Context: an optimization exercise on an open-source flow, tuned for a short achievable clock period and few clock cycles. The choices shown serve that exercise and are no tape-out recipe.
At most, simulation tests tie the RTL to the original design; equivalence was not proved.

== 01-02 ==
## dmac_top
module dmac_top (
   input  logic       HCLK,
   input  logic       HRESETn,
   input  logic       hsel,
   input  logic       hready,
   input  logic       hwrite,
   input  logic [1:0]    htrans,
   input  logic [31:0]      haddr,
   input  logic [31:0]      hwdata,
   output logic [31:0]      s_hrdata,
   output logic [1:0] s_hresp,
   output logic       hreadyout,
   input  logic [31:0]      hrdata,
   input  logic       hgrant,
   output logic       hbusreq,
   output logic [1:0]    m_htrans,
   output logic [31:0]      m_haddr,
   output logic       m_hwrite,
   output logic [2:0]    m_hburst,
   output logic [31:0]      m_hwdata,
   output logic       dmacintr
);
clock: 6.0 ns
lec_check: 0
cap_margin: 20
core_margin: 2
core_utilization: 40
setup_slack_margin: 3.8
slew_margin: 20
run.sh (not shown) runs the stock make flow with config.mk's settings and CLKGATE_MAP_FILE= SYNTH_SCRIPT=/design/flow/synth_recipe.tcl, a recipe that flattens the netlist after the stock synthesis.
Testbench counts of 01-02, summed over its fixed seeds: cycles 22,325.
What 10-06 does differently from 01-02 at the input level:
-- flow/design.v --
<<< 01-02, line 48
   logic wr_cfg_q, wr_src_q, wr_dst_q, wr_ctrl_q, wr_chcfg_q;
   logic bad_q;          
   logic bad_o;          
   logic hresp_q;
   logic [31:0] hrdata_q;
>>> 10-06, line 48
   logic wr_cfg_q, wr_src_q, wr_dst_q, wr_ctrl_q, wr_chcfg_q;
   logic bad_q;          
   logic hresp_q;
   logic [31:0] hrdata_q;
<<< 01-02, line 84
   assign a_chcfg  = (haddr[11:0] == 12'h110);
   assign a_mapped = a_cfg || a_src || a_dst || a_ctrl || a_chcfg;
   logic        a_sd;
   assign a_sd     = (haddr[11:3] == 9'b0001_0000_0) && (haddr[1:0] == 2'b00);
   assign rs_cfg   = sel && !hwrite && a_cfg;
   assign rs_src   = sel && !hwrite && a_src;
>>> 10-06, line 83
   assign a_chcfg  = (haddr[11:0] == 12'h110);
   assign a_mapped = a_cfg || a_src || a_dst || a_ctrl || a_chcfg;
   logic        a_sd, rs_sd;
   assign a_sd     = (haddr[11:3] == 9'b0001_0000_0) && (haddr[1:0] == 2'b00);
   assign rs_sd    = sel && !hwrite && a_sd;
   assign rs_cfg   = sel && !hwrite && a_cfg;
   assign rs_src   = sel && !hwrite && a_src;
<<< 01-02, line 119
         int_pend_r = int_pend || fin;
      end
      rdata_r = ({32{a_sd}}    & (haddr[2] ? dst_r : src_r)) |
                ({32{a_cfg}}   & {31'd0, glb_r}) |
                ({32{a_ctrl}}  & {17'd0, bc_r, size_r}) |
                ({32{a_chcfg}} & {29'd0, int_pend_r, int_mask_r, ch_en_r});
   end
   always_ff @(posedge HCLK or negedge HRESETn) begin
>>> 10-06, line 119
         int_pend_r = int_pend || fin;
      end
      rdata_r = ({32{rs_sd}}    & (haddr[2] ? dst_r : src_r)) |
                ({32{rs_cfg}}   & {31'd0, glb_r}) |
                ({32{rs_ctrl}}  & {17'd0, bc_r, size_r}) |
                ({32{rs_chcfg}} & {29'd0, int_pend_r, int_mask_r, ch_en_r});
   end
   always_ff @(posedge HCLK or negedge HRESETn) begin
<<< 01-02, line 129
         {wr_cfg_q, wr_src_q, wr_dst_q, wr_ctrl_q, wr_chcfg_q} <= '0;
         bad_q      <= 1'b0;
         bad_o      <= 1'b0;
         hresp_q    <= 1'b0;
         glb_en     <= 1'b0;
>>> 10-06, line 129
         {wr_cfg_q, wr_src_q, wr_dst_q, wr_ctrl_q, wr_chcfg_q} <= '0;
         bad_q      <= 1'b0;
         hresp_q    <= 1'b0;
         glb_en     <= 1'b0;
<<< 01-02, line 148
            {ws_cfg, ws_src, ws_dst, ws_ctrl, ws_chcfg};
         bad_q      <= bad_sel;
         bad_o      <= hsel && htrans[1] && hwrite && !a_mapped && !bad_o;
         hresp_q    <= bad_sel || bad_q;      
         glb_en     <= glb_r;
>>> 10-06, line 147
            {ws_cfg, ws_src, ws_dst, ws_ctrl, ws_chcfg};
         bad_q      <= bad_sel;
         hresp_q    <= bad_sel || bad_q;      
         glb_en     <= glb_r;
<<< 01-02, line 167
            {wr_cfg_q, wr_src_q, wr_dst_q, wr_ctrl_q, wr_chcfg_q} & {5{!bad_q}};
         bad_q      <= 1'b0;
         bad_o      <= 1'b0;
         hresp_q    <= bad_q;
         intr_q     <= int_pend && int_mask;
      end
   end
>>> 10-06, line 165
            {wr_cfg_q, wr_src_q, wr_dst_q, wr_ctrl_q, wr_chcfg_q} & {5{!bad_q}};
         bad_q      <= 1'b0;
         hresp_q    <= bad_q;
      end
   end
<<< 01-02, line 182
   assign s_hrdata  = hrdata_q;
   assign s_hresp   = {1'b0, hresp_q};
   assign hreadyout = !bad_o;
   assign dmacintr  = intr_q;
   logic        busy_q;       
>>> 10-06, line 178
   assign s_hrdata  = hrdata_q;
   assign s_hresp   = {1'b0, hresp_q};
   assign hreadyout = !bad_q;
   assign dmacintr  = intr_q;
   logic        busy_q;       
<<< 01-02, line 217
   logic [31:0] wd_q;
   logic [31:0] wd_i;
   logic [1:0]  trans_o;      
   logic [31:0] wd_n;
   logic [2:0]  bcur;
>>> 10-06, line 213
   logic [31:0] wd_q;
   logic [31:0] wd_i;
   logic [31:0] wd_n;
   logic [2:0]  bcur;
<<< 01-02, line 393
   assign bcur = (len_q == plen) ? pcode : 3'b001;
   always_ff @(posedge HCLK or negedge HRESETn)
      if (!HRESETn) begin
         wd_i    <= '0;
         trans_o <= 2'b00;
      end else begin
         wd_i    <= wd_n;
         trans_o <= hready ? trans_r : trans_q;
      end
   always_ff @(posedge HCLK) begin
      addr_o  <= (hready && trans_q[1]) ? addr_acc : addr_q;
>>> 10-06, line 388
   assign bcur = (len_q == plen) ? pcode : 3'b001;
   always_ff @(posedge HCLK or negedge HRESETn)
      if (!HRESETn)
         wd_i <= '0;
      else
         wd_i <= wd_n;
   always_ff @(posedge HCLK) begin
      addr_o  <= (hready && trans_q[1]) ? addr_acc : addr_q;
<<< 01-02, line 407
   end
   assign hbusreq  = hbr_q;
   assign m_htrans = trans_o;
   assign m_haddr  = {addr_o, 2'b00};
   assign m_hwrite = write_o;
>>> 10-06, line 399
   end
   assign hbusreq  = hbr_q;
   assign m_htrans = trans_q;
   assign m_haddr  = {addr_o, 2'b00};
   assign m_hwrite = write_o;
## What came out
No stage failed in 10-06, and the final checks on the layout all came back clean. The fraction of synthesized cell area in xor and xnor cells was comparable across 10-06 and 01-02. Going from 01-02 to 10-06, fmax moved down, setup slack moved down, area of the placeable core moved up. Clock sink count ended up 0.32% lower on 10-06 than on 01-02. In the flow results for 10-06 and 01-02, the synthesized-area fraction occupied by ao, oa, aoi and oai cells is larger on 10-06.
Only the layout flow was run in 10-06; the RTL was not checked for function there.

==> what the ideal ports hide <==
In the flow no input, the clock included, has a driving cell. The finished layouts below were timed again as built, in two steps.
Step 1 assumes that a clkbuf_16 drives the clock port and a buf_2 every other input.
Step 2 times the ports against the registers' clock, not the clock port: input delays grow and output delays shrink by t, the midpoint of the rising clock arrivals with the driver on.
Slacks: no drivers / after step 1 / after step 2; pairs: no drivers / after step 1.
run | t (ns) | setup WS [ns] | hold WS [ns] | latest minus earliest clock arrival (ns) | worst slew at a driven data input, ns
01-02 | 0.744 | 3.511 / 3.446 / 3.098 | 0.446 / 0.446 / 0.446 | 0.078 / 0.079 | 0.09
10-06 | 0.734 | 3.477 / 3.413 / 2.872 | 0.461 / 0.461 / 0.461 | 0.028 / 0.028 | 0.13
After both steps every run listed still meets setup and hold. For 10-06, which loses most, drivers alone change the setup slack by -0.064 ns; drivers and shift together by -0.605 ns.
